Background: an optimization exercise with open tools, aiming at small area and a short achievable clock period. Do not read the settings as production practice. The RTL was checked by simulation tests, not by an equivalence proof against the original design. No activity file was given, so power comes from the tool's default toggle rates.

==> design/flow/design.v <==
package oled_pkg;
    localparam int DISPLAY_WIDTH  = 128;                         
    localparam int DISPLAY_HEIGHT = 64;                          
    localparam int PAGE_COUNT     = DISPLAY_HEIGHT / 8;          
    localparam int FB_BYTES       = PAGE_COUNT * DISPLAY_WIDTH;  
    typedef logic [7:0] byte_t;
    typedef logic [$clog2(FB_BYTES)-1:0] fb_addr_t;
    localparam byte_t CMD_DISPLAY_OFF     = 8'hAE;  
    localparam byte_t CMD_ADDR_MODE       = 8'h20;  
    localparam byte_t ADDR_MODE_HORIZ     = 8'h00;  
    localparam byte_t CMD_CONTRAST        = 8'h81;  
    localparam byte_t CONTRAST_LEVEL      = 8'h7F;  
    localparam byte_t CMD_NORMAL_MODE     = 8'hA6;  
    localparam byte_t CMD_DISPLAY_RAM     = 8'hA4;  
    localparam byte_t CMD_CHARGE_PUMP     = 8'h8D;  
    localparam byte_t CHARGE_PUMP_ENABLE  = 8'h14;  
    localparam byte_t CMD_DISPLAY_ON      = 8'hAF;
    localparam int INIT_LEN = 10;
endpackage
`timescale 1ns/1ps
module oled_fb_leaf (
    input  logic [2:0] d,
    input  logic [2:0] s,
    output logic       y_n
);
    assign y_n = ~((d[0] & s[0]) | (d[1] & s[1]) | (d[2] & s[2]));
endmodule
module oled_fb_group (
    input  logic [31:0] d,      
    input  logic [31:0] msel,   
    input  logic        gsel,   
    output logic        y_n
);
    logic [10:0] leaf_n;
    for (genvar k = 0; k < 10; k++) begin : g_leaf
        oled_fb_leaf u_leaf (
            .d   (d[3*k +: 3]),
            .s   (msel[3*k +: 3]),
            .y_n (leaf_n[k])
        );
    end
    oled_fb_leaf u_leaf_last (
        .d   (d[31:29]),
        .s   (msel[31:29]),
        .y_n (leaf_n[10])
    );
    assign y_n = ~(~&leaf_n & gsel);
endmodule
module oled_framebuffer (
    input  logic     clk,
    input  logic     fb_we,    
    input  oled_pkg::fb_addr_t fb_addr,  
    input  oled_pkg::byte_t    fb_data,  
    input  logic [31:0]        rd_msel,  
    input  logic [31:0]        rd_gsel,  
    output oled_pkg::byte_t    rd_data   
);
    logic [oled_pkg::FB_BYTES-1:0][7:0] mem;
    logic [31:0]        wr_lo;     
    logic [31:0]        wr_hi;     
    oled_pkg::byte_t    wr_data;
    always_ff @(posedge clk) begin
        wr_lo   <= fb_we ? (32'b1 << fb_addr[4:0]) : 32'b0;
        wr_hi   <= 32'b1 << fb_addr[9:5];
        wr_data <= fb_data;
    end
    for (genvar i = 0; i < oled_pkg::FB_BYTES; i++) begin : g_row
        always_ff @(posedge clk) begin
            if (wr_lo[i % 32] && wr_hi[i / 32]) begin
                mem[i] <= wr_data;
            end
        end
    end
    logic [7:0][7:0]    rd_part;   
    logic               rd_hit;    
    oled_pkg::byte_t    rd_hit_data;
    for (genvar b = 0; b < 8; b++) begin : g_lane
        logic [31:0] grp_n;
        for (genvar g = 0; g < 32; g++) begin : g_grp
            logic [31:0] d;
            for (genvar m = 0; m < 32; m++) begin : g_bit
                assign d[m] = mem[g*32 + m][b];
            end
            oled_fb_group u_grp (
                .d    (d),
                .msel (rd_msel),
                .gsel (rd_gsel[g]),
                .y_n  (grp_n[g])
            );
        end
        always_ff @(posedge clk) begin
            for (int q = 0; q < 8; q++) begin
                rd_part[b][q] <= ~&grp_n[4*q +: 4];
            end
        end
        assign rd_data[b] = rd_hit ? rd_hit_data[b] : |rd_part[b];
    end
    always_ff @(posedge clk) begin
        rd_hit      <= |(wr_lo & rd_msel) && |(wr_hi & rd_gsel);
        rd_hit_data <= wr_data;
    end
endmodule
`timescale 1ns/1ps
module oled_sequencer #(
    parameter int STARTUP_DELAY = 10_000_000,  
    parameter int FRAME_GAP     = 270_000      
) (
    input  logic     clk,
    input  logic     reset,
    output logic     res,       
    output logic [31:0] rd_msel,  
    output logic [31:0] rd_gsel,  
    input  oled_pkg::byte_t    rd_data,   
    output logic     tx_valid,  
    output oled_pkg::byte_t    tx_byte,
    output logic     tx_dc,     
    input  logic     tx_ready
);
    localparam int DLY_MAX = (STARTUP_DELAY > FRAME_GAP) ? STARTUP_DELAY : FRAME_GAP;
    localparam int DLY_W   = $clog2(DLY_MAX + 1);
    localparam int ADR_W   = $clog2(oled_pkg::FB_BYTES);
    localparam int CNT_W   = (DLY_W > ADR_W) ? DLY_W : ADR_W;
    typedef enum logic [2:0] {
        PRE_RESET,   
        RESETTING,   
        POST_RESET,  
        INIT,
        CLEAR,
        DRAW,
        FRAME_WAIT
    } state_t;
    state_t           state, state_nx;
    logic [CNT_W-1:0] cnt;
    logic             cnt_inc;    
    logic             cnt_clr;    
    logic             offer;      
    logic             sent;
    logic             startup_done;
    logic             gap_done;
    logic             last_byte;
    logic             last_cmd;
    oled_pkg::byte_t  init_cmd;   
    oled_pkg::byte_t  offer_byte;
    always_comb begin
        case (cnt[3:0])
            4'd0:    init_cmd = oled_pkg::CMD_DISPLAY_OFF;
            4'd1:    init_cmd = oled_pkg::CMD_ADDR_MODE;
            4'd2:    init_cmd = oled_pkg::ADDR_MODE_HORIZ;
            4'd3:    init_cmd = oled_pkg::CMD_CONTRAST;
            4'd4:    init_cmd = oled_pkg::CONTRAST_LEVEL;
            4'd5:    init_cmd = oled_pkg::CMD_NORMAL_MODE;
            4'd6:    init_cmd = oled_pkg::CMD_DISPLAY_RAM;
            4'd7:    init_cmd = oled_pkg::CMD_CHARGE_PUMP;
            4'd8:    init_cmd = oled_pkg::CHARGE_PUMP_ENABLE;
            4'd9:    init_cmd = oled_pkg::CMD_DISPLAY_ON;
            default: init_cmd = 8'h00;
        endcase
    end
    assign sent         = tx_valid & tx_ready;                   
    assign startup_done = (cnt == CNT_W'(STARTUP_DELAY - 1));
    assign gap_done     = (cnt == CNT_W'(FRAME_GAP - 1));
    assign last_byte    = (cnt == CNT_W'(oled_pkg::FB_BYTES - 1));
    assign last_cmd     = (cnt == CNT_W'(oled_pkg::INIT_LEN - 1));
    assign tx_dc        = (state != INIT);  
    always_comb begin
        state_nx   = state;
        cnt_inc    = 1'b0;
        cnt_clr    = 1'b0;
        offer      = 1'b0;
        offer_byte = rd_data;
        case (state)
            PRE_RESET, RESETTING, POST_RESET: begin
                cnt_inc = 1'b1;
                if (startup_done) begin
                    cnt_clr  = 1'b1;
                    state_nx = (state == PRE_RESET) ? RESETTING :
                               (state == RESETTING) ? POST_RESET : INIT;
                end
            end
            INIT, CLEAR, DRAW: begin
                offer_byte = (state == INIT)  ? init_cmd :
                             (state == CLEAR) ? 8'h00    : rd_data;  
                if (sent) begin
                    cnt_inc = 1'b1;
                    if ((state == INIT) ? last_cmd : last_byte) begin
                        cnt_clr  = 1'b1;
                        state_nx = (state == INIT)  ? CLEAR :
                                   (state == CLEAR) ? DRAW  : FRAME_WAIT;
                    end
                end else if (!tx_valid) begin
                    offer = 1'b1;
                end
            end
            FRAME_WAIT: begin
                if (tx_ready) begin
                    cnt_inc = 1'b1;
                    if (gap_done) begin
                        cnt_clr  = 1'b1;
                        state_nx = DRAW;
                    end
                end
            end
            default: begin
                state_nx = PRE_RESET;
            end
        endcase
    end
    always_ff @(posedge clk) begin
        if (reset) begin
            state    <= PRE_RESET;
            cnt      <= '0;
            rd_msel  <= 32'd1;
            rd_gsel  <= 32'd1;
            res      <= 1'b1;
            tx_valid <= 1'b0;
        end else begin
            state <= state_nx;
            if (cnt_clr) begin
                cnt <= '0;
            end else if (cnt_inc) begin
                cnt <= cnt + 1'b1;
            end
            if (offer && state == DRAW) begin
                rd_msel <= {rd_msel[30:0], rd_msel[31]};
                if (rd_msel[31]) begin
                    rd_gsel <= {rd_gsel[30:0], rd_gsel[31]};
                end
            end
            res   <= (state_nx != RESETTING);  
            if (sent) begin
                tx_valid <= 1'b0;
            end else if (offer) begin
                tx_valid <= 1'b1;
            end
        end
    end
    always_ff @(posedge clk) begin
        if (!reset && offer) begin
            tx_byte <= offer_byte;
        end
    end
endmodule
`timescale 1ns/1ps
module spi_byte_tx (
    input  logic  clk,
    input  logic  reset,
    input  logic  tx_valid,
    input  oled_pkg::byte_t tx_byte,
    input  logic  tx_dc,     
    output logic  tx_ready,
    output logic  sclk,      
    output logic  sdin,      
    output logic  cs,        
    output logic  cmd        
);
    logic       busy, busy_nx;
    logic [4:0] cnt, cnt_nx;      
    logic [7:0] data, data_nx;    
    logic       dc_n, dc_n_nx;    
    logic       accept;
    logic       shifting;         
    assign tx_ready = ~busy;
    assign accept   = tx_valid & ~busy;
    always_comb begin
        busy_nx = busy;
        cnt_nx  = cnt;
        data_nx = data;
        dc_n_nx = dc_n;
        if (accept) begin
            busy_nx = 1'b1;
            cnt_nx  = '0;
            data_nx = tx_byte;
            dc_n_nx = ~tx_dc;
        end else if (busy) begin
            cnt_nx = cnt + 1'b1;
            if (cnt == 5'd17) begin
                busy_nx = 1'b0;    
            end
        end
    end
    assign shifting = busy_nx && (cnt_nx <= 5'd15);
    always_ff @(posedge clk) begin
        data <= data_nx;
    end
    always_ff @(posedge clk) begin
        if (reset) begin
            busy <= 1'b0;
            cnt  <= '0;
            dc_n <= 1'b1;
            cs   <= 1'b1;
            sclk <= 1'b0;
            sdin <= 1'b0;
            cmd  <= 1'b0;
        end else begin
            busy <= busy_nx;
            cnt  <= cnt_nx;
            dc_n <= dc_n_nx;
            cs   <= ~shifting;
            sclk <= shifting && cnt_nx[0];
            sdin <= shifting && data_nx[3'd7 - cnt_nx[3:1]];
            cmd  <= ~dc_n_nx;
        end
    end
endmodule
`timescale 1ns/1ps
module ssd1309_driver #(
    parameter int STARTUP_DELAY = 100,  
    parameter int FRAME_GAP     = 150   
) (
    input  logic     clk,
    input  logic     reset,
    input  logic     fb_we,    
    input  oled_pkg::fb_addr_t fb_addr,
    input  oled_pkg::byte_t    fb_data,
    output logic     sclk,     
    output logic     sdin,     
    output logic     res,
    output logic     cmd,      
    output logic     cs
);
    logic [31:0]        rd_msel;
    logic [31:0]        rd_gsel;
    oled_pkg::byte_t    rd_data;
    logic     tx_valid;
    oled_pkg::byte_t    tx_byte;
    logic     tx_dc;
    logic     tx_ready;
    oled_framebuffer u_framebuffer (
        .clk     (clk),
        .fb_we   (fb_we),
        .fb_addr (fb_addr),
        .fb_data (fb_data),
        .rd_msel (rd_msel),
        .rd_gsel (rd_gsel),
        .rd_data (rd_data)
    );
    oled_sequencer #(
        .STARTUP_DELAY (STARTUP_DELAY),
        .FRAME_GAP     (FRAME_GAP)
    ) u_sequencer (
        .clk      (clk),
        .reset    (reset),
        .res      (res),
        .rd_msel  (rd_msel),
        .rd_gsel  (rd_gsel),
        .rd_data  (rd_data),
        .tx_valid (tx_valid),
        .tx_byte  (tx_byte),
        .tx_dc    (tx_dc),
        .tx_ready (tx_ready)
    );
    spi_byte_tx u_spi_tx (
        .clk      (clk),
        .reset    (reset),
        .tx_valid (tx_valid),
        .tx_byte  (tx_byte),
        .tx_dc    (tx_dc),
        .tx_ready (tx_ready),
        .sclk     (sclk),
        .sdin     (sdin),
        .cs       (cs),
        .cmd      (cmd)
    );
endmodule
==> design/flow/flow/run.sh <==
#!/bin/bash
# Standard synthesis and layout, with sized port buffers, a sparser clock
# tree without dummy loads, timing repair aimed below the clock period and
# more antenna repair rounds. Each step's full log is in orfs/logs; make's
# own output is in synth.log and layout.log.
set -euo pipefail
bash standard.sh synth > synth.log 2>&1
bash standard.sh \
    "BUFFER_PORTS_ARGS=-buffer_cell sky130_fd_sc_hd__buf_2" \
    "CTS_ARGS=-sink_clustering_enable -repair_clock_nets -sink_clustering_size 25 -sink_clustering_max_diameter 100 -dont_use_dummy_load" \
    SETUP_SLACK_MARGIN=7.45 \
    MAX_REPAIR_ANTENNAS_ITER_DRT=12 \
    MAX_REPAIR_ANTENNAS_ITER_GRT=12 \
    finish > layout.log 2>&1
==> design/flow/standard.sh <==
#!/bin/bash
# synth_recipe.tcl (not shown) runs the flow's synth.tcl, then flattens the netlist and writes it again
# the make line also repeats each setting of config.mk as NAME=value (left out here)
make -C /OpenROAD-flow-scripts/flow DESIGN_CONFIG=/design/flow/config.mk WORK_HOME=/design/flow/orfs CLKGATE_MAP_FILE= SYNTH_SCRIPT=/design/flow/synth_recipe.tcl "${@:-finish}"
==> design/flow/config.mk <==
export PLATFORM = sky130hd
export DESIGN_NAME = ssd1309_driver
export DESIGN_NICKNAME = ssd1309_driver
export VERILOG_FILES = /design/flow/design.v
export SDC_FILE = /design/flow/constraint.sdc
export NUM_CORES = 8
export LEC_CHECK = 0
export CAP_MARGIN = 20
export CORE_MARGIN = 2
export CORE_UTILIZATION = 60
export SLEW_MARGIN = 20
export SYNTH_HIERARCHICAL = 1
export SYNTH_MEMORY_MAX_BITS = 16384
==> design/flow/constraint.sdc <==
create_clock -name core_clock -period 11.0 [get_ports {clk}]
set_input_delay 2.2000 -clock core_clock [delete_from_list [all_inputs] [get_ports {clk}]]
set_output_delay 2.2000 -clock core_clock [all_outputs]
set_load 0.01 [all_outputs]
==> results of run 1 <==
## through the flow
| stage | hold slack, ps | total power, W | setup slack, ps | area (um2) | utilization, % |
|---|---|---|---|---|---|
| after floorplan | 408 | 0.0364 | 5530 | 297000 | - |
| after global placement | 422 | 0.0367 | 6720 | 307000 | 62.3 |
| after detailed placement | 424 | 0.0367 | 6840 | 307000 | 62.3 |
| after CTS | 446 | 0.0514 | 7250 | 317000 | 64.3 |
| after global routing | 468 | 0.0524 | 7290 | 317000 | 64.3 |
| final | 442 | 0.0513 | 7300 | 318000 | 64.5 |
## cell type report
| class | instances | area (um2) |
|---|---|---|
| fill | 32880 | 175000 |
| timing repair buffer | 326 | 3120 |
| inverter | 16 | 60.1 |
| clock buffer | 376 | 9410 |
| multi-input combinational | 5513 | 44900 |
| sequential | 8451 | 252000 |
| antenna | 334 | 836 |
| tap | 6500 | 8130 |
## registers in the layout, indices dropped and copies added, names as in the netlist, 3 cells and up
| register | count |
|---|---|
| u_spi_tx.data | 8 |
| u_framebuffer.rd_hit_data | 8 |
| u_framebuffer.wr_data | 8 |
| u_sequencer.init_cmd | 8 |
| u_sequencer.rd_gsel | 32 |
| u_framebuffer.wr_hi | 32 |
| u_sequencer.cnt | 10 |
| u_sequencer.rd_msel | 32 |
| u_spi_tx.cnt | 5 |
| u_framebuffer.wr_lo | 32 |
| u_sequencer.state | 3 |
| u_framebuffer.rd_part | 64 |
| u_sequencer.tx_byte | 8 |
| u_framebuffer.mem | 8192 |
## worst min path at each step
stage,start,endpoint,depth (start not counted)
after floorplan,u_sequencer.tx_byte[0],u_spi_tx.data[0],2
after global placement,u_sequencer.tx_byte[4],u_spi_tx.data[4],2
after detailed placement,u_sequencer.tx_byte[4],u_spi_tx.data[4],2
after CTS,u_spi_tx.data[2],u_spi_tx.data[2],2
after global routing,u_sequencer.tx_byte[0],u_spi_tx.data[0],2
final,u_spi_tx.data[2],u_spi_tx.data[2],2
## report_power, final
group	internal, W	switching, W	leakage [nW]
Clock	0.00612	0.00918	4.63
Sequential	0.0353	0.0000753	75.8
Combinational	0.0000563	0.000607	15.2
Total	0.0414	0.00986	95.6
## Yosys cell counts, drive strengths merged, types with 3 or more instances
cell,count,area share [%]
dfxtp,251,1.7
nor3,18,0.032
buf,17,0.036
nand3,266,0.45
or3,4,0.010
a21o,4,0.010
o22ai,8,0.017
clkbuf,220,0.29
nand2,177,0.22
a21oi,82,0.14
ha,9,0.038
a22oi,26,0.072
or4,3,0.0076
a221oi,5,0.017
edfxtp,8200,83
a211o,3,0.0089
nor2b,7,0.015
inv,15,0.019
or3b,3,0.0089
o21ai,15,0.028
nor4,22,0.046
nor2,85,0.11
xor2,4,0.012
a211oi,3,0.0093
nand2b,14,0.029
a22o,4,0.012
and3b,3,0.010
and2,1028,2.2
nand4,591,1.2
mux2,9,0.035
mux2i,3,0.010
and3,7,0.016
or2,3,0.0063
nand3b,4,0.010
a222oi,2816,9.5
o31ai,256,0.65
## modules after synthesis (local to each module, per instance), excerpt
module            flops+latches  cell area [um2]
oled_framebuffer           8337           257000
spi_byte_tx                  19              888
oled_fb_group                 0             25.0
oled_fb_leaf                  0             10.0
## repair_timing
action / CTS / global route
endpoints found under the setup margin: 127 / 487
resized for setup: 37 / 37
pin swaps: 1 / 3
buffers inserted: 0 / 2
cloned: 0 / 1
## metal layers
layer / global-route usage, % / wire [um] / share of wire, %
met1: 50.5 / 324000 / 36
met2: 54.1 / 421000 / 47
met3: 6.69 / 119000 / 13
met4: 12.1 / 31500 / 3.5
met5: 0 / 109 / 0.012
## critical path, delay by kind of cell, from the launching register on
family                 cells  cell delay, ps
DFF                        1             500
and+or+nand+nor            2             770
AOI/OAI and AO/OA          2            1120
buffers and inverters      2             810
## kinds of logic (layout without fill, tap and decap cells)
family / after synthesis / count (layout) / synth area share, %
AO/OA/AOI/OAI: 3241 / 3241 / 10.5
XOR/XNOR: 6 / 6 / 0.0177
adder cells (fa/ha/maj): 9 / 9 / 0.0379
buffers and inverters: 253 / 718 / 0.342
flip-flops: 8451 / 8451 / 84.6
multiplexers: 12 / 12 / 0.0455
other: 0 / 334 / 0
AND/OR/NAND/NOR: 2245 / 2245 / 4.41
==> reports/metrics.csv, run 1 <==
metric,value,unit
worst path cell trace,buf_12 > buf_4 > a222oi_1 > nand4_1 > o31ai_1 > nand4_1,
area growth from synthesis to layout,7.12,%
Inserted Clock Buffers,376,
post-route fraction of the period consumed by the critical path,33.6,%
die span in y,707,um
number of flops mapped to enable cells by yosys,8200,
mean instance size in the synthesized netlist,20.9,um2
max-cap check violation count,0,
number of distinct standard cells referenced by the synthesized netlist,81,
aggregate global routing overflow,0,
Worst-Margin Slew,1450,ps
reg2reg setup slack,7300,ps
initial antenna violation count,89,
DR iter-0 viols,41562,
highest achievable clock rate,271,MHz
largest fanout on the critical path,107,
number of instances in the synthesized netlist,14217,
clock-pin transition on the worst setup and hold timing paths,100,ps
overall die area,0.500,mm2
RSZ-0062 raised after global routing,true,
worst min-delay path class,reg2reg,
flip-flop and latch count after synthesis,8451,
largest net degree at the start of global routing,212,
r2r worst-path depth,6,
Worst Path Required,11780,ps
die boundary width,707,um
skew final,61.4,ps
Most common cell on crit path,sky130_fd_sc_hd__nand4_1,
clock tree from TritonCTS,yes,
root cell of the clock tree,sky130_fd_sc_hd__clkbuf_16,
IO Count,26,
NumNets Final,14714,
initial cell density of the core,60.2,%
maximum level of the CTS H-tree,5,
most instantiated flip-flop cell in the synthesis netlist,sky130_fd_sc_hd__edfxtp_1,
detailed-route wire length,896000,um
summed instance area of the synthesized netlist,0.297,mm2
R2R Path End,u_framebuffer.rd_part[61],
tightest slew margin relative to the limit,3.31,%
final antenna-violating net count,0,
count of vias placed by the detailed router,167345,
Crit. Startpoint,u_sequencer.rd_msel[18],
average detailed-routed wire length per instance,41.6,um
total negative setup slack,0,ps
final max-slew violation count,0,
time the worst path needs with I/O delays and setup,3700,ps
"leading cell type in the layout, fill and taps excluded",sky130_fd_sc_hd__edfxtp_1,
worst-skew pair later-pin latency,1040,ps
post-synthesis sequential area ratio,84.6,%
post-route non-filler standard cell count,21516,
final count of hold timing violations,0,
Placement Rows,258,
crit path max-delay cell type,sky130_fd_sc_hd__o31ai_1,
YS warnings,9,
Power per Cell Area,161,mW/mm2
outcome,timing/DRC/antenna clean,
Detail Placement HPWL,538000,um
net count of the mapped netlist,14247,
capture point of the critical path,u_framebuffer.rd_part[61],
"top library cells by usage in the layout, fill and taps aside","sky130_fd_sc_hd__edfxtp_1, sky130_fd_sc_hd__a222oi_1, sky130_fd_sc_hd__and2_1",
Sink Count,8451,
peak supply drop,0.000176,V
routed via count divided by cell count,7.78,
GPL Wtd Cong,0.875,
via count of the first global-routing pass,155453,
share of final-layout standard cells stronger than drive strength 1,5.88,%
buffer levels on the longest clock path,4,
wire length of the first global-routing pass,1220000,um
category of the worst setup path launch point,register,
nature of the critical path endpoint,register,
overall routing resource usage,34.9,%
reg-to-reg startpoint,u_sequencer.rd_msel[18],
# setup viols final,0,
CP peak stage delay,680,ps
Leak Pwr,95.6,nW
Placed Instances,20802,
"Hold-fix buffers, CTS",0,
placeable core region,0.493,mm2
DRC violations left,0,
worst path arrival time,4480,ps
IO Port Bufs,25,
WS Path Type,reg2reg,
detailed-router iteration count before antenna repair,17,
asr flop ratio synth,0,%
==> run 2, diff against run 1 <==
--- a/design/flow/design.v
+++ b/design/flow/design.v
@@ -26,44 +26,52 @@
     assign y_n = ~((d[0] & s[0]) | (d[1] & s[1]) | (d[2] & s[2]));
 endmodule
-module oled_fb_group (
-    input  logic [31:0] d,      
-    input  logic [31:0] msel,   
-    input  logic        gsel,   
-    output logic        y_n
+module oled_fb_group #(
+    parameter int N = 48
+) (
+    input  logic [N-1:0] d,      
+    input  logic [N-1:0] msel,   
+    input  logic         gsel,   
+    output logic         y_n
 );
-    logic [10:0] leaf_n;
-    for (genvar k = 0; k < 10; k++) begin : g_leaf
+    localparam int L = (N + 2) / 3;
+    logic [L-1:0] leaf_n;
+    for (genvar k = 0; k < L; k++) begin : g_leaf
+        localparam int B = (3*k + 3 <= N) ? 3*k : N - 3;
         oled_fb_leaf u_leaf (
-            .d   (d[3*k +: 3]),
-            .s   (msel[3*k +: 3]),
+            .d   (d[B +: 3]),
+            .s   (msel[B +: 3]),
             .y_n (leaf_n[k])
         );
     end
-    oled_fb_leaf u_leaf_last (
-        .d   (d[31:29]),
-        .s   (msel[31:29]),
-        .y_n (leaf_n[10])
-    );
     assign y_n = ~(~&leaf_n & gsel);
 endmodule
-module oled_framebuffer (
+module oled_framebuffer #(
+    parameter int GM = 48,  
+    parameter int GN = 22   
+) (
     input  logic     clk,
     input  logic     fb_we,    
     input  oled_pkg::fb_addr_t fb_addr,  
     input  oled_pkg::byte_t    fb_data,  
-    input  logic [31:0]        rd_msel,  
-    input  logic [31:0]        rd_gsel,  
+    input  oled_pkg::fb_addr_t rd_addr,  
+    input  logic [GM-1:0]      rd_msel,  
+    input  logic [GN-1:0]      rd_gsel,  
     output oled_pkg::byte_t    rd_data   
 );
-    logic [oled_pkg::FB_BYTES-1:0][7:0] mem;
+    localparam int NB = oled_pkg::FB_BYTES;
+    logic [NB-1:0][7:0] mem;
+    logic               wr_en;
+    oled_pkg::fb_addr_t wr_addr;
     logic [31:0]        wr_lo;     
     logic [31:0]        wr_hi;     
     oled_pkg::byte_t    wr_data;
     always_ff @(posedge clk) begin
+        wr_en   <= fb_we;
+        wr_addr <= fb_addr;
         wr_lo   <= fb_we ? (32'b1 << fb_addr[4:0]) : 32'b0;
         wr_hi   <= 32'b1 << fb_addr[9:5];
         wr_data <= fb_data;
     end
-    for (genvar i = 0; i < oled_pkg::FB_BYTES; i++) begin : g_row
+    for (genvar i = 0; i < NB; i++) begin : g_row
         always_ff @(posedge clk) begin
             if (wr_lo[i % 32] && wr_hi[i / 32]) begin
@@ -72,24 +80,28 @@
         end
     end
-    logic [7:0][7:0]    rd_part;   
+    localparam int NP = (GN + 1) / 2;
+    logic [7:0][NP-1:0] rd_part;   
     logic               rd_hit;    
     oled_pkg::byte_t    rd_hit_data;
     for (genvar b = 0; b < 8; b++) begin : g_lane
-        logic [31:0] grp_n;
-        for (genvar g = 0; g < 32; g++) begin : g_grp
-            logic [31:0] d;
-            for (genvar m = 0; m < 32; m++) begin : g_bit
-                assign d[m] = mem[g*32 + m][b];
+        logic [GN-1:0] grp_n;
+        for (genvar g = 0; g < GN; g++) begin : g_grp
+            localparam int N = (NB - g*GM < GM) ? NB - g*GM : GM;
+            logic [N-1:0] d;
+            for (genvar m = 0; m < N; m++) begin : g_bit
+                assign d[m] = mem[g*GM + m][b];
             end
-            oled_fb_group u_grp (
+            oled_fb_group #(.N(N)) u_grp (
                 .d    (d),
-                .msel (rd_msel),
+                .msel (rd_msel[N-1:0]),
                 .gsel (rd_gsel[g]),
                 .y_n  (grp_n[g])
             );
         end
+        logic [2*NP-1:0] grp_pad;  
+        assign grp_pad = {{(2*NP - GN){1'b1}}, grp_n};
         always_ff @(posedge clk) begin
-            for (int q = 0; q < 8; q++) begin
-                rd_part[b][q] <= ~&grp_n[4*q +: 4];
+            for (int q = 0; q < NP; q++) begin
+                rd_part[b][q] <= ~&grp_pad[2*q +: 2];
             end
         end
@@ -97,5 +109,5 @@
     end
     always_ff @(posedge clk) begin
-        rd_hit      <= |(wr_lo & rd_msel) && |(wr_hi & rd_gsel);
+        rd_hit      <= wr_en && wr_addr == rd_addr;
         rd_hit_data <= wr_data;
     end
@@ -109,6 +121,7 @@
     input  logic     reset,
     output logic     res,       
-    output logic [31:0] rd_msel,  
-    output logic [31:0] rd_gsel,  
+    output oled_pkg::fb_addr_t rd_addr,  
+    output logic [47:0] rd_msel,  
+    output logic [21:0] rd_gsel,  
     input  oled_pkg::byte_t    rd_data,   
     output logic     tx_valid,  
@@ -210,6 +223,7 @@
             state    <= PRE_RESET;
             cnt      <= '0;
-            rd_msel  <= 32'd1;
-            rd_gsel  <= 32'd1;
+            rd_addr  <= '0;
+            rd_msel  <= 48'd1;
+            rd_gsel  <= 22'd1;
             res      <= 1'b1;
             tx_valid <= 1'b0;
@@ -222,7 +236,13 @@
             end
             if (offer && state == DRAW) begin
-                rd_msel <= {rd_msel[30:0], rd_msel[31]};
-                if (rd_msel[31]) begin
-                    rd_gsel <= {rd_gsel[30:0], rd_gsel[31]};
+                rd_addr <= rd_addr + 1'b1;
+                if (last_byte) begin    
+                    rd_msel <= 48'd1;
+                    rd_gsel <= 22'd1;
+                end else begin
+                    rd_msel <= {rd_msel[46:0], rd_msel[47]};
+                    if (rd_msel[47]) begin
+                        rd_gsel <= {rd_gsel[20:0], rd_gsel[21]};
+                    end
                 end
             end
@@ -319,6 +339,7 @@
     output logic     cs
 );
-    logic [31:0]        rd_msel;
-    logic [31:0]        rd_gsel;
+    oled_pkg::fb_addr_t rd_addr;
+    logic [47:0]        rd_msel;
+    logic [21:0]        rd_gsel;
     oled_pkg::byte_t    rd_data;
     logic     tx_valid;
@@ -331,4 +352,5 @@
         .fb_addr (fb_addr),
         .fb_data (fb_data),
+        .rd_addr (rd_addr),
         .rd_msel (rd_msel),
         .rd_gsel (rd_gsel),
@@ -342,4 +364,5 @@
         .reset    (reset),
         .res      (res),
+        .rd_addr  (rd_addr),
         .rd_msel  (rd_msel),
         .rd_gsel  (rd_gsel),
==> design/flow/flow/run.sh (replaced) <==
#!/bin/bash
# Standard synthesis and layout, with sized port buffers, the output
# flip-flops and buffers pulled next to their pins after placement, a
# sparser clock tree without dummy loads, timing repair aimed below the
# clock period and more antenna repair rounds. Each step's full log is in
# orfs/logs; make's own output is in synth.log, place.log and layout.log,
# the placement tweak's in pull_out_flops.log.
set -euo pipefail
KNOBS=(
    "BUFFER_PORTS_ARGS=-buffer_cell sky130_fd_sc_hd__buf_2"
    "CTS_ARGS=-sink_clustering_enable -repair_clock_nets -sink_clustering_size 25 -sink_clustering_max_diameter 100 -dont_use_dummy_load"
    SETUP_SLACK_MARGIN=7.45
    MAX_REPAIR_ANTENNAS_ITER_DRT=12
    MAX_REPAIR_ANTENNAS_ITER_GRT=12
)
bash standard.sh synth > synth.log 2>&1
bash standard.sh "${KNOBS[@]}" place > place.log 2>&1
RES=orfs/results/$FLOW_PLATFORM/ssd1309_driver/base
ODB_IN=$RES/3_place.odb ODB_OUT=$RES/3_place_pulled.odb \
    openroad -no_init -exit flow/pull_out_flops.tcl > pull_out_flops.log 2>&1
mv $RES/3_place_pulled.odb $RES/3_place.odb
bash standard.sh "${KNOBS[@]}" finish > layout.log 2>&1
==> design/flow/flow/pull_out_flops.tcl (new file) <==
# Move each output port's buffer and the flip-flop driving it next to the
# port's pin, then legalize. Reads and writes the ODB named by ODB_IN/ODB_OUT.
read_db $::env(ODB_IN)
set block [ord::get_db_block]
foreach bt [$block getBTerms] {
  if {[$bt getIoType] ne "OUTPUT"} { continue }
  set net [$bt getNet]
  set buf ""
  foreach it [$net getITerms] { if {[$it isOutputSignal]} { set buf [$it getInst] } }
  if {$buf eq ""} { continue }
  set in_net ""
  foreach it [$buf getITerms] { if {[$it isInputSignal] && [$it getNet] ne "NULL"} { set in_net [$it getNet] } }
  if {$in_net eq ""} { continue }
  set ff ""
  foreach it [$in_net getITerms] { if {[$it isOutputSignal]} { set ff [$it getInst] } }
  if {$ff eq "" || ![string match "*df*" [[$ff getMaster] getName]]} { continue }
  set pb [$bt getBBox]
  set px [expr {([$pb xMin] + [$pb xMax]) / 2}]
  set py [expr {([$pb yMin] + [$pb yMax]) / 2}]
  set core [$block getCoreArea]
  set x [expr {min(max($px, [$core xMin] + 2000), [$core xMax] - 12000)}]
  set y [expr {min(max($py, [$core yMin] + 2000), [$core yMax] - 6000)}]
  puts "move [$ff getName] and [$buf getName] to $x $y for [$bt getName] at $px $py"
  $buf setLocation $x $y
  $ff setLocation $x $y
}
detailed_placement
check_placement
write_db $::env(ODB_OUT)
==> run 2 against run 1 <==
Sequential share of layout area up 0.078 points. Global-route usage grew 0.23 points. Via count down 1.1%. Worst hold slack improved by 16 ps. Critical path type is now reg2out. Largest cell class unchanged. Highest routed layer unchanged.
==> reports/metrics.csv, run 2 <==
metric,value,unit,change
placeable core region,0.494,mm2,was 0.493 mm2
Inserted Clock Buffers,378,,was 376
final count of hold timing violations,0,,unchanged
most instantiated flip-flop cell in the synthesis netlist,sky130_fd_sc_hd__edfxtp_1,,unchanged
nature of the critical path endpoint,output pin,,was register
proportion of netlist area held by the largest area contributor,82.7,%,was 82.9%
Placement Rows,258,,unchanged
# setup viols final,0,,unchanged
number of instances in the synthesized netlist,13995,,was 14217
highest achievable clock rate,271,MHz,about the same
average detailed-routed wire length per instance,42.1,um,was 41.6 um
clock-pin transition on the worst setup and hold timing paths,100,ps,about the same
asr flop ratio synth,0,%,unchanged
flip-flop and latch count after synthesis,8502,,was 8451
overall die area,0.502,mm2,was 0.500 mm2
largest fanout on the critical path,1,,was 107
final max-slew violation count,0,,unchanged
area growth from synthesis to layout,7.20,%,was 7.12%
die boundary width,708,um,was 707 um
post-route fraction of the period consumed by the critical path,33.6,%,about the same
peak supply drop,0.000152,V,was 0.000176 V
"top library cells by usage in the layout, fill and taps aside","sky130_fd_sc_hd__edfxtp_1, sky130_fd_sc_hd__a222oi_1, sky130_fd_sc_hd__and2_1",,unchanged
leading cell types by total area after synthesis,"sky130_fd_sc_hd__edfxtp_1, sky130_fd_sc_hd__a222oi_1, sky130_fd_sc_hd__and2_1",,unchanged
post-synthesis sequential area ratio,84.8,%,was 84.6%
initial cell density of the core,60.3,%,was 60.2%
outcome,timing/DRC/antenna clean,,unchanged
cell taking the most area after synthesis,sky130_fd_sc_hd__edfxtp_1,,unchanged
largest net degree at the start of global routing,187,,was 212
max-cap check violation count,0,,unchanged
number of flops mapped to enable cells by yosys,8200,,unchanged
summed instance area of the synthesized netlist,0.298,mm2,was 0.297 mm2
RSZ-0062 raised after global routing,true,,unchanged
Biggest register,u_framebuffer.mem,,unchanged
"leading cell type in the layout, fill and taps excluded",sky130_fd_sc_hd__edfxtp_1,,unchanged
worst-skew pair later-pin latency,1060,ps,was 1040 ps
most repeated cell in the gate-level netlist after synthesis,sky130_fd_sc_hd__edfxtp_1,,unchanged
Sink Count,8502,,was 8451
detailed-route wire length,902000,um,was 896000 um
YS warnings,9,,unchanged
category of the worst setup path launch point,register,,unchanged
mean instance size in the synthesized netlist,21.3,um2,was 20.9 um2
total negative setup slack,0,ps,unchanged
Crit. Startpoint,u_sequencer.res,,was u_sequencer.rd_msel[18]
root cell of the clock tree,sky130_fd_sc_hd__clkbuf_16,,unchanged
worst min-delay path class,reg2reg,,unchanged
Synth top cells by count,"sky130_fd_sc_hd__edfxtp_1, sky130_fd_sc_hd__a222oi_1, sky130_fd_sc_hd__and2_1, sky130_fd_sc_hd__nand4_1, sky130_fd_sc_hd__dfxtp_1",,"was sky130_fd_sc_hd__edfxtp_1, sky130_fd_sc_hd__a222oi_1, sky130_fd_sc_hd__and2_1, sky130_fd_sc_hd__nand4_1, sky130_fd_sc_hd__nand3_1"
net count of the mapped netlist,14026,,was 14247
initial antenna violation count,111,,was 89
wire length of the first global-routing pass,1220000,um,about the same
Power per Cell Area,162,mW/mm2,was 161 mW/mm2
worst path cell trace,buf_2,,was buf_12 > buf_4 > a222oi_1 > nand4_1 > o31ai_1 > nand4_1
IO Count,26,,unchanged
final antenna-violating net count,0,,unchanged
number of distinct standard cells referenced by the synthesized netlist,74,,was 81
"flip-flop count of the largest register, all copies and words added",8192,,unchanged
NumNets Final,14497,,was 14714
largest registers in the final layout,"u_framebuffer.mem (8192), u_framebuffer.rd_part (88), u_sequencer.rd_msel (48)",,"was u_framebuffer.mem (8192), u_framebuffer.rd_part (64)"
Leak Pwr,96.1,nW,was 95.6 nW
time the worst path needs with I/O delays and setup,3690,ps,was 3700 ps
crit path max-delay cell type,sky130_fd_sc_hd__dfxtp_2,,was sky130_fd_sc_hd__o31ai_1
clock tree from TritonCTS,yes,,unchanged
tightest slew margin relative to the limit,7.14,%,was 3.31%
routed via count divided by cell count,7.74,,was 7.78
Hold Crit Start,u_spi_tx.data[2],,unchanged
CP peak stage delay,320,ps,was 680 ps
DRC violations left,0,,unchanged
maximum level of the CTS H-tree,5,,unchanged
GPL Wtd Cong,0.882,,was 0.875
skew final,61.7,ps,was 61.4 ps
Detail Placement HPWL,541000,um,was 538000 um
Worst Path Required,8800,ps,was 11780 ps
via count of the first global-routing pass,154103,,was 155453
total power,0.0515,W,was 0.0513 W
Crit path buffers/inverters,1,,was 2
worst path arrival time,1490,ps,was 4480 ps
count of vias placed by the detailed router,165572,,was 167345
buffer levels on the longest clock path,4,,unchanged
share of final-layout standard cells stronger than drive strength 1,7.02,%,was 5.88%
IO Port Bufs,25,,unchanged
overall routing resource usage,35.1,%,was 34.9%
die span in y,708,um,was 707 um
DR iter-0 viols,39930,,was 41562
Worst-Margin Slew,1390,ps,was 1450 ps
detailed-router iteration count before antenna repair,15,,was 17
WS Path Type,reg2out,,was reg2reg
"Largest delay share family, worst path",flip-flops,,was compound AO/OA/AOI/OAI gates
aggregate global routing overflow,0,,unchanged
reg-to-reg startpoint,u_sequencer.rd_msel[36],,was u_sequencer.rd_msel[18]
Post-Route Hold Slack,459,ps,was 442 ps
## run 2: cell count changes in the layout (fill, tap and decap cells not counted), moves of 16 or more
cell and change:
sky130_fd_sc_hd__a21oi_1 -59, sky130_fd_sc_hd__a222oi_1 -80, sky130_fd_sc_hd__a22o_1 +17, sky130_fd_sc_hd__a22oi_1 +27, sky130_fd_sc_hd__dfxtp_1 +34, sky130_fd_sc_hd__dfxtp_4 +16, sky130_fd_sc_hd__diode_2 +104, sky130_fd_sc_hd__nand2_1 -34
sky130_fd_sc_hd__nand3_1 -241, sky130_fd_sc_hd__nand4_1 +96, sky130_fd_sc_hd__nor2_1 +57, sky130_fd_sc_hd__o31ai_1 -214, sky130_fd_sc_hd__o31ai_2 -35, sky130_fd_sc_hd__o41ai_2 +160
## run 2: metrics by stage
| stage | setup WS [ps] | instance area [um2] | instances | utilization, % |
|---|---|---|---|---|
| final | 7310 | 319000 | 21402 | 64.6 |
| after global routing | 7260 | 318000 | 21075 | 64.4 |
| after CTS | 7230 | 318000 | 20963 | 64.4 |
| after detailed placement | 6390 | 308000 | 20584 | 62.4 |
| after global placement | 6290 | 308000 | 20579 | 62.4 |
| after floorplan | 5980 | 298000 | 13995 | - |
## run 2: final cells by class
cell class | instances | area, um2
fill | 32948 | 175000
tap | 6500 | 8130
multi-input combinational | 5240 | 44600
inverter | 16 | 60.1
antenna | 438 | 1100
timing repair buffer | 328 | 3110
clock buffer | 378 | 9460
sequential | 8502 | 253000
## run 2: kinds of logic after synthesis
kind of cell	synth area share [%]
flip-flops	84.8
AO/OA/AOI/OAI	10.5
AND/OR/NAND/NOR	4.26
buffers and inverters	0.333
XOR/XNOR	0.0736
multiplexers	0.0454
adder cells (fa/ha/maj)	0.0420
## run 2: power by group
group / internal, W / switching (W) / total [W]
registers: 0.0354 / 0.0000834 / 0.0355
clock network: 0.00615 / 0.00921 / 0.0154
logic: 0.0000606 / 0.000597 / 0.000658
total: 0.0416 / 0.00989 / 0.0515
## run 2: routing by layer
layer  track usage, %  part of all wire [%]  vias up  wire, um
met5                0                0.0088        -        79
met2             54.4                    47    12773    426000
met1             50.4                    36    86430    327000
met3             7.32                    14     1193    123000
li1                 -                     -    65166         -
met4             12.2                   3.0       10     26700
## run 2: per-module statistics from Yosys, one instance, submodules excluded, excerpt
module            cells inside  copies in the design
spi_byte_tx                108                     1
oled_fb_leaf                 1                  2736
oled_framebuffer          9833                     1
## run 2: repair_timing
action,CTS,global route
setup endpoints to repair,108,159
gates resized for setup,6,21
hold buffers,0,0
buffers inserted,1,0
## run 2: worst paths after layout
kind	end	slack [ps]	depth (start not counted)
min reg2reg	u_spi_tx.data[2]	460	2
min	u_spi_tx.data[2]	460	2
max reg2reg	u_framebuffer.rd_part[47]	7370	5
max	res	7310	1
==> run 3, diff against run 2 <==
--- a/design/flow/design.v
+++ b/design/flow/design.v
@@ -63,23 +63,22 @@
     logic               wr_en;
     oled_pkg::fb_addr_t wr_addr;
-    logic [31:0]        wr_lo;     
-    logic [31:0]        wr_hi;     
+    logic [31:0]        wr_lo_n;   
+    logic [31:0]        wr_hi_n;   
     oled_pkg::byte_t    wr_data;
     always_ff @(posedge clk) begin
         wr_en   <= fb_we;
         wr_addr <= fb_addr;
-        wr_lo   <= fb_we ? (32'b1 << fb_addr[4:0]) : 32'b0;
-        wr_hi   <= 32'b1 << fb_addr[9:5];
+        wr_lo_n <= fb_we ? ~(32'b1 << fb_addr[4:0]) : '1;
+        wr_hi_n <= ~(32'b1 << fb_addr[9:5]);
         wr_data <= fb_data;
     end
     for (genvar i = 0; i < NB; i++) begin : g_row
         always_ff @(posedge clk) begin
-            if (wr_lo[i % 32] && wr_hi[i / 32]) begin
+            if (!(wr_lo_n[i % 32] || wr_hi_n[i / 32])) begin
                 mem[i] <= wr_data;
             end
         end
     end
-    localparam int NP = (GN + 1) / 2;
-    logic [7:0][NP-1:0] rd_part;   
+    logic [7:0][GN-1:0] rd_grp_n;  
     logic               rd_hit;    
     oled_pkg::byte_t    rd_hit_data;
@@ -99,12 +98,8 @@
             );
         end
-        logic [2*NP-1:0] grp_pad;  
-        assign grp_pad = {{(2*NP - GN){1'b1}}, grp_n};
         always_ff @(posedge clk) begin
-            for (int q = 0; q < NP; q++) begin
-                rd_part[b][q] <= ~&grp_pad[2*q +: 2];
-            end
+            rd_grp_n[b] <= grp_n;
         end
-        assign rd_data[b] = rd_hit ? rd_hit_data[b] : |rd_part[b];
+        assign rd_data[b] = rd_hit ? rd_hit_data[b] : ~&rd_grp_n[b];
     end
     always_ff @(posedge clk) begin
==> run 3 against run 2 <==
Critical endpoint is now sclk. Routed wire length up 1.8%. Power increased by 0.90%. Global-route usage up 0.81 points. Critical path type unchanged. First-iteration DRC count down 2.8%. Still clean on timing, DRC and antenna. Sequential share of layout area grew 1.1 points. Setup slack better by 6.3 ps.
==> reports/metrics.csv, run 3 <==
metric,value,unit,change
outcome,timing/DRC/antenna clean,,unchanged
initial cell density of the core,60.2,%,was 60.3%
highest achievable clock rate,271,MHz,about the same
post-route fraction of the period consumed by the critical path,33.5,%,was 33.6%
die span in y,707,um,was 708 um
most repeated cell in the gate-level netlist after synthesis,sky130_fd_sc_hd__edfxtp_1,,unchanged
Final WS setup,7310,ps,about the same
"flip-flop count of the largest register, all copies and words added",8192,,unchanged
clock tree from TritonCTS,yes,,unchanged
Worst-Margin Slew,1410,ps,was 1390 ps
Leak Pwr,93.8,nW,was 96.1 nW
met1 GRT Util,50.7,%,was 50.4%
proportion of netlist area held by the largest area contributor,83.0,%,was 82.7%
reg-to-reg startpoint,u_sequencer.rd_msel[37],,was u_sequencer.rd_msel[36]
number of instances in the synthesized netlist,14036,,was 13995
cell area after layout,0.317,mm2,was 0.319 mm2
largest fanout on the critical path,1,,unchanged
root cell of the clock tree,sky130_fd_sc_hd__clkbuf_16,,unchanged
Crit path buffers/inverters,1,,unchanged
Detail Placement HPWL,551000,um,was 541000 um
Worst Path Required,8800,ps,about the same
DR iter-0 viols,38796,,was 39930
aggregate global routing overflow,0,,unchanged
Crit. Startpoint,u_spi_tx.sclk,,was u_sequencer.res
Hold Crit Start,u_spi_tx.data[0],,was u_spi_tx.data[2]
total negative setup slack,0,ps,unchanged
skew final,64.6,ps,was 61.7 ps
asr flop ratio synth,0,%,unchanged
global-route track usage on met3,7.77,%,was 7.32%
overall die area,0.500,mm2,was 0.502 mm2
DRC violations left,0,,unchanged
most instantiated flip-flop cell in the synthesis netlist,sky130_fd_sc_hd__edfxtp_1,,unchanged
summed instance area of the synthesized netlist,0.297,mm2,was 0.298 mm2
number of flops mapped to enable cells by yosys,8200,,unchanged
IO Count,26,,unchanged
via count of the first global-routing pass,155423,,was 154103
met2 routing resource usage after global routing,56.2,%,was 54.4%
share of final-layout standard cells stronger than drive strength 1,6.93,%,was 7.02%
cell taking the most area after synthesis,sky130_fd_sc_hd__edfxtp_1,,unchanged
Power per Cell Area,164,mW/mm2,was 162 mW/mm2
category of the worst setup path launch point,register,,unchanged
final count of hold timing violations,0,,unchanged
# setup viols final,0,,unchanged
mean instance size in the synthesized netlist,21.1,um2,was 21.3 um2
worst path cell trace,buf_6,,was buf_2
average detailed-routed wire length per instance,43.6,um,was 42.1 um
crit path max-delay cell type,sky130_fd_sc_hd__dfxtp_2,,unchanged
Inserted Clock Buffers,381,,was 378
instance area at placement,0.307,mm2,was 0.308 mm2
Placement Rows,258,,unchanged
routed via count divided by cell count,7.82,,was 7.74
peak supply drop,0.000169,V,was 0.000152 V
DP Worst Slack,6390,ps,about the same
post-synthesis sequential area ratio,85.6,%,was 84.8%
area growth from synthesis to layout,6.84,%,was 7.20%
Sink Count,8590,,was 8502
number of distinct standard cells referenced by the synthesized netlist,75,,was 74
IO Port Bufs,25,,unchanged
maximum level of the CTS H-tree,5,,unchanged
detailed-route wire length,918000,um,was 902000 um
time the worst path needs with I/O delays and setup,3690,ps,about the same
overall routing resource usage,35.9,%,was 35.1%
GPL Wtd Cong,0.881,,was 0.882
clock-pin transition on the worst setup and hold timing paths,100,ps,about the same
max-cap check violation count,0,,unchanged
"top library cells by usage in the layout, fill and taps aside","sky130_fd_sc_hd__edfxtp_1, sky130_fd_sc_hd__a222oi_1, sky130_fd_sc_hd__nor2_1",,"was sky130_fd_sc_hd__edfxtp_1, sky130_fd_sc_hd__a222oi_1, sky130_fd_sc_hd__and2_1"
worst path arrival time,1490,ps,about the same
final max-slew violation count,0,,unchanged
NumNets Final,14544,,was 14497
buffer levels on the longest clock path,4,,unchanged
final core occ,64.3,%,was 64.6%
leading cell types by total area after synthesis,"sky130_fd_sc_hd__edfxtp_1, sky130_fd_sc_hd__a222oi_1, sky130_fd_sc_hd__dfxtp_1",,"was sky130_fd_sc_hd__edfxtp_1, sky130_fd_sc_hd__a222oi_1, sky130_fd_sc_hd__and2_1"
Biggest register,u_framebuffer.mem,,unchanged
largest registers in the final layout,"u_framebuffer.mem (8192), u_framebuffer.rd_grp_n (176), u_sequencer.rd_msel (48)",,"was u_framebuffer.mem (8192), u_framebuffer.rd_part (88), u_sequencer.rd_msel (48)"
"Hold-fix buffers, CTS",0,,unchanged
initial antenna violation count,86,,was 111
WS Path Type,reg2out,,unchanged
count of vias placed by the detailed router,164643,,was 165572
RSZ-0062 raised after global routing,true,,unchanged
placeable core region,0.493,mm2,was 0.494 mm2
CP peak stage delay,330,ps,was 320 ps
Synth top cells by count,"sky130_fd_sc_hd__edfxtp_1, sky130_fd_sc_hd__a222oi_1, sky130_fd_sc_hd__nor2_1, sky130_fd_sc_hd__nand4_1, sky130_fd_sc_hd__dfxtp_1",,"was sky130_fd_sc_hd__edfxtp_1, sky130_fd_sc_hd__a222oi_1, sky130_fd_sc_hd__and2_1, sky130_fd_sc_hd__nand4_1, sky130_fd_sc_hd__dfxtp_1"
Post-Route Hold Slack,448,ps,was 459 ps
"leading cell type in the layout, fill and taps excluded",sky130_fd_sc_hd__edfxtp_1,,unchanged
detailed-router iteration count before antenna repair,15,,unchanged
tightest slew margin relative to the limit,5.98,%,was 7.14%
die boundary width,707,um,was 708 um
nature of the critical path endpoint,output pin,,unchanged
YS warnings,9,,unchanged
net count of the mapped netlist,14067,,was 14026
final antenna-violating net count,0,,unchanged
worst-skew pair later-pin latency,1050,ps,was 1060 ps
flip-flop and latch count after synthesis,8590,,was 8502
worst min-delay path class,reg2reg,,unchanged
"Largest delay share family, worst path",flip-flops,,unchanged
wire length of the first global-routing pass,1240000,um,was 1220000 um
largest net degree at the start of global routing,196,,was 187
Most Crowded Layer GR,met2,,unchanged
-- run 3: cell count changes in the layout (fill, tap and decap cells not counted), sizes merged, moves of 15 or more --
cell	before	now
dfxtp	302	390
nor2	146	1135
and2	1027	5
nor2b	7	22
nand4	687	718
diode	438	49
nand2	142	108
nor3	28	12
-- run 3: logic make-up (layout without fill, tap and decap cells) --
family                     count (synthesis)  after routing  synth area share, %
muxes                                      4              4               0.0152
DFF                                     8590           8590                 85.6
adders and majority gates                 10             10               0.0422
and+or+nand+nor                         2089           2089                 3.38
xor gates and xnor gates                  25             25               0.0738
buffers and inverters                    252            727                0.332
other                                      0             49                    0
AOI/OAI and AO/OA                       3066           3066                 10.5
-- run 3: final cells by class --
type                            instances  area [um2]
Antenna cell                           49         123
Clock buffer                          381        9530
Fill cell                           32849      176000
Inverter                               16        60.1
Multi-Input combinational cell       5194       41700
Sequential cell                      8590      254000
Tap cell                             6500        8130
Timing Repair Buffer                  330        3030
-- run 3: worst paths after layout --
kind                                                    end  slack [ps]  depth (start not counted)
worst min-delay path                       u_spi_tx.data[0]         450                          2
worst max-delay path                                   sclk        7310                          1
worst max register to register  u_framebuffer.rd_grp_n[173]        7440                          5
worst min register to register             u_spi_tx.data[0]         450                          2
-- run 3: routing by layer --
layer / up-vias / part of all wire, %
met5: - / 0.027
met4: 36 / 4.0
met3: 1363 / 13
met2: 11973 / 47
met1: 86437 / 36
li1: 64834 / -
-- run 3: per-stage QoR --
stage,power [W],std cells
detailed placement,0.0372,20628
finish,0.0520,21060
floorplan,0.0370,14036
global placement,0.0372,20627
global route,0.0532,21014
CTS,0.0521,21009
-- run 3: Yosys stat by module (local to each module, per instance), a selection --
module            cells  times used  area, um2
oled_framebuffer   9874           1     257000
spi_byte_tx         108           1        888
oled_fb_leaf          1        2736       10.0
-- run 3: tightest hold or removal path, cell delays in order, from the launching register on --
cell	delay (ps)
sky130_fd_sc_hd__dfxtp_1	320
sky130_fd_sc_hd__nand2_1	50
sky130_fd_sc_hd__nand2_1	40
-- run 3: power by group --
| group | internal (W) | total (W) | switching (W) | leakage [nW] |
|---|---|---|---|---|
| logic | 0.0000615 | 0.000669 | 0.000608 | 12.2 |
| clock network | 0.00620 | 0.0155 | 0.00929 | 4.70 |
| registers | 0.0358 | 0.0358 | 0.0000864 | 76.9 |
-- run 3: timing repair --
action,4_1_cts,5_1_grt
setup endpoints to repair,6,292
pin swaps,0,0
resized for setup,5,9
setup buffers,0,0
==> run 4, diff against run 3 <==
--- a/design/flow/flow/run.sh
+++ b/design/flow/flow/run.sh
@@ -9,5 +9,5 @@
 KNOBS=(
     "BUFFER_PORTS_ARGS=-buffer_cell sky130_fd_sc_hd__buf_2"
-    "CTS_ARGS=-sink_clustering_enable -repair_clock_nets -sink_clustering_size 25 -sink_clustering_max_diameter 100 -dont_use_dummy_load"
+    "CTS_ARGS=-sink_clustering_enable -repair_clock_nets -sink_clustering_size 28 -sink_clustering_max_diameter 100 -dont_use_dummy_load"
     SETUP_SLACK_MARGIN=7.45
     MAX_REPAIR_ANTENNAS_ITER_DRT=12
--- a/design/flow/config.mk
+++ b/design/flow/config.mk
@@ -8,5 +8,5 @@
 export CAP_MARGIN = 20
 export CORE_MARGIN = 2
-export CORE_UTILIZATION = 60
+export CORE_UTILIZATION = 65
 export SLEW_MARGIN = 20
 export SYNTH_HIERARCHICAL = 1
==> run 4 against run 3 <==
Still clean. Combinational power shrank 0.9%. Flip-flop and latch count stayed put. Maximum frequency is 0.94% higher. Die area down 7.6%.
==> reports/metrics.csv, run 4 <==
metric,value,unit,change
peak supply drop,0.000144,V,was 0.000169 V
final-layout fill cell count,27889,,was 32849
asr flop ratio synth,0,%,unchanged
Worst Path Required,8800,ps,about the same
die boundary width,680,um,was 707 um
detailed-route wire length,899000,um,was 918000 um
Power per Cell Area,162,mW/mm2,was 164 mW/mm2
DR iter-0 viols,39883,,was 38796
R2R Path End,u_sequencer.tx_byte[7],,was u_framebuffer.rd_grp_n[173]
DRC violations left,0,,unchanged
share of final-layout standard cells stronger than drive strength 1,6.88,%,was 6.93%
post-route non-filler standard cell count,20554,,was 21060
number of flops mapped to enable cells by yosys,8200,,unchanged
time the worst path needs with I/O delays and setup,3650,ps,was 3690 ps
Sink Count,8590,,unchanged
number of instances in the synthesized netlist,14036,,unchanged
root cell of the clock tree,sky130_fd_sc_hd__clkbuf_16,,unchanged
wire length of the first global-routing pass,1220000,um,was 1240000 um
most instantiated flip-flop cell in the synthesis netlist,sky130_fd_sc_hd__edfxtp_1,,unchanged
worst hold path cell count,2,,unchanged
post-route fraction of the period consumed by the critical path,33.2,%,was 33.5%
largest fanout on the critical path,1,,unchanged
NumNets Final,14532,,was 14544
global-route track usage on met3,8.40,%,was 7.77%
"Largest delay share family, worst path",flip-flops,,unchanged
worst-skew pair later-pin latency,1040,ps,was 1050 ps
worst min-delay path class,reg2reg,,unchanged
YS warnings,9,,unchanged
met1 GRT Util,52.8,%,was 50.7%
final max-slew violation count,0,,unchanged
skew final,45.7,ps,was 64.6 ps
placeable core region,0.456,mm2,was 0.493 mm2
most repeated cell in the gate-level netlist after synthesis,sky130_fd_sc_hd__edfxtp_1,,unchanged
capture endpoint of the worst hold path,u_spi_tx.data[4],,was u_spi_tx.data[0]
via count of the first global-routing pass,154945,,was 155423
flip-flop and latch count after synthesis,8590,,unchanged
outcome,timing/DRC/antenna clean,,unchanged
total negative setup slack,0,ps,unchanged
total power,0.0513,W,was 0.0520 W
GPL Wtd Cong,0.885,,was 0.881
aggregate global routing overflow,0,,unchanged
RSZ-0062 raised after global routing,true,,unchanged
mean instance size in the synthesized netlist,21.1,um2,unchanged
buffer levels on the longest clock path,4,,unchanged
Crit path buffers/inverters,1,,unchanged
clock-pin transition on the worst setup and hold timing paths,100,ps,about the same
"flip-flop count of the largest register, all copies and words added",8192,,unchanged
r2r worst-path depth,6,,was 5
maximum level of the CTS H-tree,5,,unchanged
worst path arrival time,1450,ps,was 1490 ps
Inserted Clock Buffers,344,,was 381
nature of the critical path endpoint,output pin,,unchanged
Leak Pwr,93.5,nW,was 93.8 nW
Most Crowded Layer GR,met2,,unchanged
# setup viols final,0,,unchanged
max-cap check violation count,0,,unchanged
"leading cell type in the layout, fill and taps excluded",sky130_fd_sc_hd__edfxtp_1,,unchanged
Worst-Margin Slew,1310,ps,was 1410 ps
post-synthesis sequential area ratio,85.6,%,unchanged
tightest slew margin relative to the limit,12.5,%,was 5.98%
reg-to-reg startpoint,u_framebuffer.rd_hit,,was u_sequencer.rd_msel[37]
largest net degree at the start of global routing,211,,was 196
Synth top cells by count,"sky130_fd_sc_hd__edfxtp_1, sky130_fd_sc_hd__a222oi_1, sky130_fd_sc_hd__nor2_1, sky130_fd_sc_hd__nand4_1, sky130_fd_sc_hd__dfxtp_1",,unchanged
"Hold-fix buffers, CTS",0,,unchanged
initial antenna violation count,61,,was 86
final antenna-violating net count,0,,unchanged
Hold Crit Start,u_sequencer.tx_byte[4],,was u_spi_tx.data[0]
area growth from synthesis to layout,6.42,%,was 6.84%
number of distinct standard cells referenced by the synthesized netlist,75,,unchanged
initial cell density of the core,65.1,%,was 60.2%
Placed Instances,20150,,was 20628
die span in y,680,um,was 707 um
routed via count divided by cell count,8.03,,was 7.82
Placement Rows,248,,was 258
crit path max-delay cell type,sky130_fd_sc_hd__dfxtp_2,,unchanged
worst path cell trace,buf_6,,unchanged
proportion of netlist area held by the largest area contributor,83.0,%,unchanged
count of vias placed by the detailed router,165070,,was 164643
largest registers in the final layout,"u_framebuffer.mem (8192), u_framebuffer.rd_grp_n (176), u_sequencer.rd_msel (48)",,unchanged
highest achievable clock rate,274,MHz,was 271 MHz
clock tree from TritonCTS,yes,,unchanged
Detail Placement HPWL,545000,um,was 551000 um
category of the worst setup path launch point,register,,unchanged
met2 routing resource usage after global routing,58.2,%,was 56.2%
net count of the mapped netlist,14067,,unchanged
leading cell types by total area after synthesis,"sky130_fd_sc_hd__edfxtp_1, sky130_fd_sc_hd__a222oi_1, sky130_fd_sc_hd__dfxtp_1",,unchanged
overall routing resource usage,38.2,%,was 35.9%
overall die area,0.462,mm2,was 0.500 mm2
final count of hold timing violations,0,,unchanged
IO Count,26,,unchanged
summed instance area of the synthesized netlist,0.297,mm2,unchanged
WS Path Type,reg2out,,unchanged
cell taking the most area after synthesis,sky130_fd_sc_hd__edfxtp_1,,unchanged
IO Port Bufs,25,,unchanged
reg2reg setup slack,7390,ps,was 7440 ps
"top library cells by usage in the layout, fill and taps aside","sky130_fd_sc_hd__edfxtp_1, sky130_fd_sc_hd__a222oi_1, sky130_fd_sc_hd__nor2_1",,unchanged
CP peak stage delay,340,ps,was 330 ps
detailed-router iteration count before antenna repair,15,,unchanged
average detailed-routed wire length per instance,43.7,um,was 43.6 um
Biggest register,u_framebuffer.mem,,unchanged
## run 4: kinds of logic (layout without fill, tap and decap cells)
family,after synthesis,in the layout,synth area share [%]
AO/OA/AOI/OAI,3066,3066,10.5
XOR/XNOR,25,25,0.0738
adder cells (fa/ha/maj),10,10,0.0422
buffers and inverters,252,715,0.332
flip-flops,8590,8590,85.6
multiplexers,4,4,0.0152
other,0,55,0
AND/OR/NAND/NOR,2089,2089,3.38
## run 4: worst max-delay path by stage
stage | to | start | depth (start not counted) | slack [ps]
after floorplan | u_framebuffer.mem[0] | u_framebuffer.wr_data[0] | 0 | 5980
after global placement | u_sequencer.tx_byte[7] | u_framebuffer.rd_hit | 5 | 5670
after detailed placement | u_sequencer.init_cmd[7] | reset | 10 | 6280
after CTS | sclk | u_spi_tx.sclk | 1 | 7280
after global routing | res | u_sequencer.res | 1 | 7300
final | res | u_sequencer.res | 1 | 7350
## run 4: stage by stage
stage | hold WS (ps) | worst slack [ps] | instance area, um2 | util, %
floorplan | 408 | 5980 | 297000 | -
global placement | 428 | 5670 | 307000 | 67.3
detailed placement | 429 | 6280 | 307000 | 67.3
CTS | 449 | 7280 | 315000 | 69.2
global route | 468 | 7300 | 316000 | 69.3
finish | 449 | 7350 | 316000 | 69.3
## run 4: cell type report
type | count | area, um2 | area share (%)
sequential | 8590 | 254000 | 80.6
tap | 6000 | 7510 | 2.38
multi-input combinational | 5194 | 41800 | 13.2
inverter | 16 | 60.1 | 0.0190
clock buffer | 344 | 8610 | 2.73
antenna | 55 | 138 | 0.0436
timing repair buffer | 355 | 3240 | 1.03
## run 4: layer usage
metal  vias up  wire length, um
met5         -               69
met4        12            54700
met3      1710           125000
met2     13364           414000
met1     85197           306000
li1      64787                -
## run 4: power by group
group | switching (W) | leakage (nW) | internal, W
Sequential | 0.0000836 | 76.9 | 0.0358
Combinational | 0.000601 | 12.4 | 0.0000625
Clock | 0.00912 | 4.24 | 0.00564
Total | 0.00981 | 93.5 | 0.0415
## run 4: worst register-to-register path: cells and delay by family (launching register included)
family	cells	cell delay (ps)
flip-flops	1	620
AO/OA/AOI/OAI	2	450
AND/OR/NAND/NOR	3	2030
buffers and inverters	1	260
## run 4: per-module statistics from Yosys, one instance, submodules excluded, a selection
module            flip-flops and latches  copies in the design
oled_fb_leaf                           0                  2736
oled_framebuffer                    8460                     1
spi_byte_tx                           19                     1
## run 4: what timing repair did
| item | 4_1_cts | 5_1_grt |
|---|---|---|
| resized for setup | 25 | 20 |
| setup buffers | 0 | 3 |
| pin swaps | 0 | 0 |
| hold endpoints to repair | 0 | 0 |
| setup endpoints to repair | 913 | 787 |
==> run 5, diff against run 4 <==
--- a/design/flow/flow/run.sh
+++ b/design/flow/flow/run.sh
@@ -3,5 +3,6 @@
 # flip-flops and buffers pulled next to their pins after placement, a
 # sparser clock tree without dummy loads, timing repair aimed below the
-# clock period and more antenna repair rounds. Each step's full log is in
+# clock period, more antenna repair rounds and a fanout cap of 64 for
+# repair_design (flow/max_fanout.tcl). Each step's full log is in
 # orfs/logs; make's own output is in synth.log, place.log and layout.log,
 # the placement tweak's in pull_out_flops.log.
@@ -13,4 +14,5 @@
     MAX_REPAIR_ANTENNAS_ITER_DRT=12
     MAX_REPAIR_ANTENNAS_ITER_GRT=12
+    "PRE_RESIZE_TCL=$PWD/flow/max_fanout.tcl"
 )
 bash standard.sh synth > synth.log 2>&1
==> design/flow/flow/max_fanout.tcl (new file) <==
# Cap net fanout for repair_design, so that no net of the huge write-data
# and read-select fans is left with hundreds of pins.
set_max_fanout 64 [current_design]
--- a/design/flow/config.mk
+++ b/design/flow/config.mk
@@ -8,5 +8,5 @@
 export CAP_MARGIN = 20
 export CORE_MARGIN = 2
-export CORE_UTILIZATION = 65
+export CORE_UTILIZATION = 60
 export SLEW_MARGIN = 20
 export SYNTH_HIERARCHICAL = 1
==> run 5 against run 4 <==
Clock power hardly changed. Power is 0.39% higher. Setup slack worse by 27 ps. Maximum frequency is 0.74% lower. Sequential share of layout area is 0.47 points lower. Die area is 8.3% higher. Routed wire length is 5.9% higher. Combinational power is about 20% higher. Critical endpoint is now sdin. Largest cell class unchanged. Largest power group unchanged.
==> reports/metrics.csv, run 5 <==
metric,value,unit,change
Crit. Startpoint,u_spi_tx.sdin,,was u_sequencer.res
IO Count,26,,unchanged
Worst-Margin Slew,1260,ps,was 1310 ps
Int Pwr,0.0415,W,about the same
clock tree from TritonCTS,yes,,unchanged
total negative setup slack,0,ps,unchanged
Biggest register,u_framebuffer.mem,,unchanged
Detail Placement HPWL,590000,um,was 545000 um
aggregate global routing overflow,0,,unchanged
tightest slew margin relative to the limit,15.9,%,was 12.5%
Worst Path Required,8800,ps,about the same
asr flop ratio synth,0,%,unchanged
most repeated cell in the gate-level netlist after synthesis,sky130_fd_sc_hd__edfxtp_1,,unchanged
Switching Share,19.4,%,was 19.1%
die span in y,707,um,was 680 um
worst min-delay path class,reg2reg,,unchanged
Final WS setup,7320,ps,was 7350 ps
proportion of netlist area held by the largest area contributor,83.0,%,unchanged
peak supply drop,0.000134,V,was 0.000144 V
Hold Crit Start,u_spi_tx.data[0],,was u_sequencer.tx_byte[4]
share of final-layout standard cells stronger than drive strength 1,7.60,%,was 6.88%
DP Worst Slack,4160,ps,was 6280 ps
NumNets Final,14646,,was 14532
outcome,timing/DRC/antenna clean,,unchanged
cell area after layout,0.318,mm2,was 0.316 mm2
maximum level of the CTS H-tree,5,,unchanged
instance area at placement,0.308,mm2,was 0.307 mm2
most instantiated flip-flop cell in the synthesis netlist,sky130_fd_sc_hd__edfxtp_1,,unchanged
YS warnings,9,,unchanged
detailed-route wire length,952000,um,was 899000 um
Leak Pwr,94.1,nW,was 93.5 nW
initial antenna violation count,98,,was 61
max-cap check violation count,0,,unchanged
leading cell types by total area after synthesis,"sky130_fd_sc_hd__edfxtp_1, sky130_fd_sc_hd__a222oi_1, sky130_fd_sc_hd__dfxtp_1",,unchanged
DR iter-0 viols,40797,,was 39883
post-route fraction of the period consumed by the critical path,33.4,%,was 33.2%
wire length of the first global-routing pass,1270000,um,was 1220000 um
"leading cell type in the layout, fill and taps excluded",sky130_fd_sc_hd__edfxtp_1,,unchanged
"top library cells by usage in the layout, fill and taps aside","sky130_fd_sc_hd__edfxtp_1, sky130_fd_sc_hd__a222oi_1, sky130_fd_sc_hd__nor2_1",,unchanged
largest net degree at the start of global routing,65,,was 211
# setup viols final,0,,unchanged
worst path arrival time,1480,ps,was 1450 ps
mean instance size in the synthesized netlist,21.1,um2,unchanged
Post-Route Hold Slack,458,ps,was 449 ps
Synth top cells by count,"sky130_fd_sc_hd__edfxtp_1, sky130_fd_sc_hd__a222oi_1, sky130_fd_sc_hd__nor2_1, sky130_fd_sc_hd__nand4_1, sky130_fd_sc_hd__dfxtp_1",,unchanged
area growth from synthesis to layout,7.05,%,was 6.42%
Crit path buffers/inverters,1,,unchanged
routed via count divided by cell count,7.90,,was 8.03
power share of the clock group,28.9,%,was 28.8%
-- run 5: cell counts after synthesis --
Identical to the previous run, type by type.
-- run 5: modules after synthesis, one instance, submodules excluded, excerpt --
module            cells  copies in the design  flip-flops and latches
spi_byte_tx         108                     1                      19
oled_framebuffer   9874                     1                    8460
oled_fb_leaf          1                  2736                       0
-- run 5: layout make-up --
cell class	instances	area (um2)
sequential	8590	254000
tap	6500	8130
clock buffer	344	8610
multi-input combinational	5194	41800
timing repair buffer	469	4480
inverter	16	60.1
fill	32806	176000
antenna	83	208
-- run 5: logic make-up after synthesis --
family	synth area share (%)
AOI/OAI and AO/OA	10.5
xor gates and xnor gates	0.0738
adders and majority gates	0.0422
buffers and inverters	0.332
DFF	85.6
muxes	0.0152
and+or+nand+nor	3.38
-- run 5: worst min-delay path, stage by stage (launching register included) --
cell and delay, ps:
sky130_fd_sc_hd__dfxtp_1 330, sky130_fd_sc_hd__nand2_1 50, sky130_fd_sc_hd__nand2_1 50
-- run 5: worst paths after layout --
path,slack (ps),end,cells after the start
max reg2reg,7420,u_framebuffer.rd_grp_n[0],7
max,7320,sdin,1
min,460,u_spi_tx.data[0],2
min reg2reg,460,u_spi_tx.data[0],2
-- run 5: per-layer routing --
layer	GRT usage (%)	share of wire, %	vias up
li1	-	-	65080
met1	52.6	36	87922
met2	57.5	46	13047
met3	8.45	14	1436
met4	14.4	4.3	40
met5	0	0.029	-
-- run 5: power by group through the flow --
stage	logic, W	clock network [W]	registers (W)
floorplan	0.0000719	0	0.0369
global placement	0.000621	0	0.0366
detailed placement	0.000757	0	0.0366
CTS	0.000780	0.0149	0.0358
global route	0.000826	0.0159	0.0358
finish	0.000796	0.0148	0.0358
-- run 5: what timing repair did --
| action | 4_1_cts | 5_1_grt |
|---|---|---|
| hold endpoints to repair | 0 | 0 |
| cloned | 0 | 0 |
| hold buffers | 0 | 0 |
| buffers inserted | 4 | 1 |
| endpoints found under the setup margin | 2980 | 920 |
| resized for setup | 110 | 23 |
-- run 5: metrics by stage --
stage	instances	power [W]
detailed placement	20762	0.0373
finish	21196	0.0515
CTS	21110	0.0515
global route	21116	0.0525
global placement	20627	0.0372
floorplan	14036	0.0370

-- what the ideal ports hide --
How much do the figures lean on ideal ports? The routed layouts below were timed once more, with nothing changed but the port constraints.
Step 1: set_driving_cell puts a clkbuf_16 on clk and a buf_2 on each other input, an assumption about the parent block.
Step 2, shift: input delay + t, output delay - t, t = (earliest + latest rising clock arrival at the registers) / 2. This alone moves slack from input paths to output paths.
Three values: ideal ports, drivers, drivers and shift; two values: the first two.
run | shift t [ns] | setup slack, ns
run 1 | 1.148 | 7.304 / 7.199 / 6.797
run 2 | 1.161 | 7.308 / 7.171 / 6.505
run 3 | 1.134 | 7.314 / 7.198 / 6.464
run 4 | 1.129 | 7.348 / 7.231 / 6.483
run 5 | 1.130 | 7.321 / 7.201 / 6.435
After both steps every run listed still meets setup and hold.
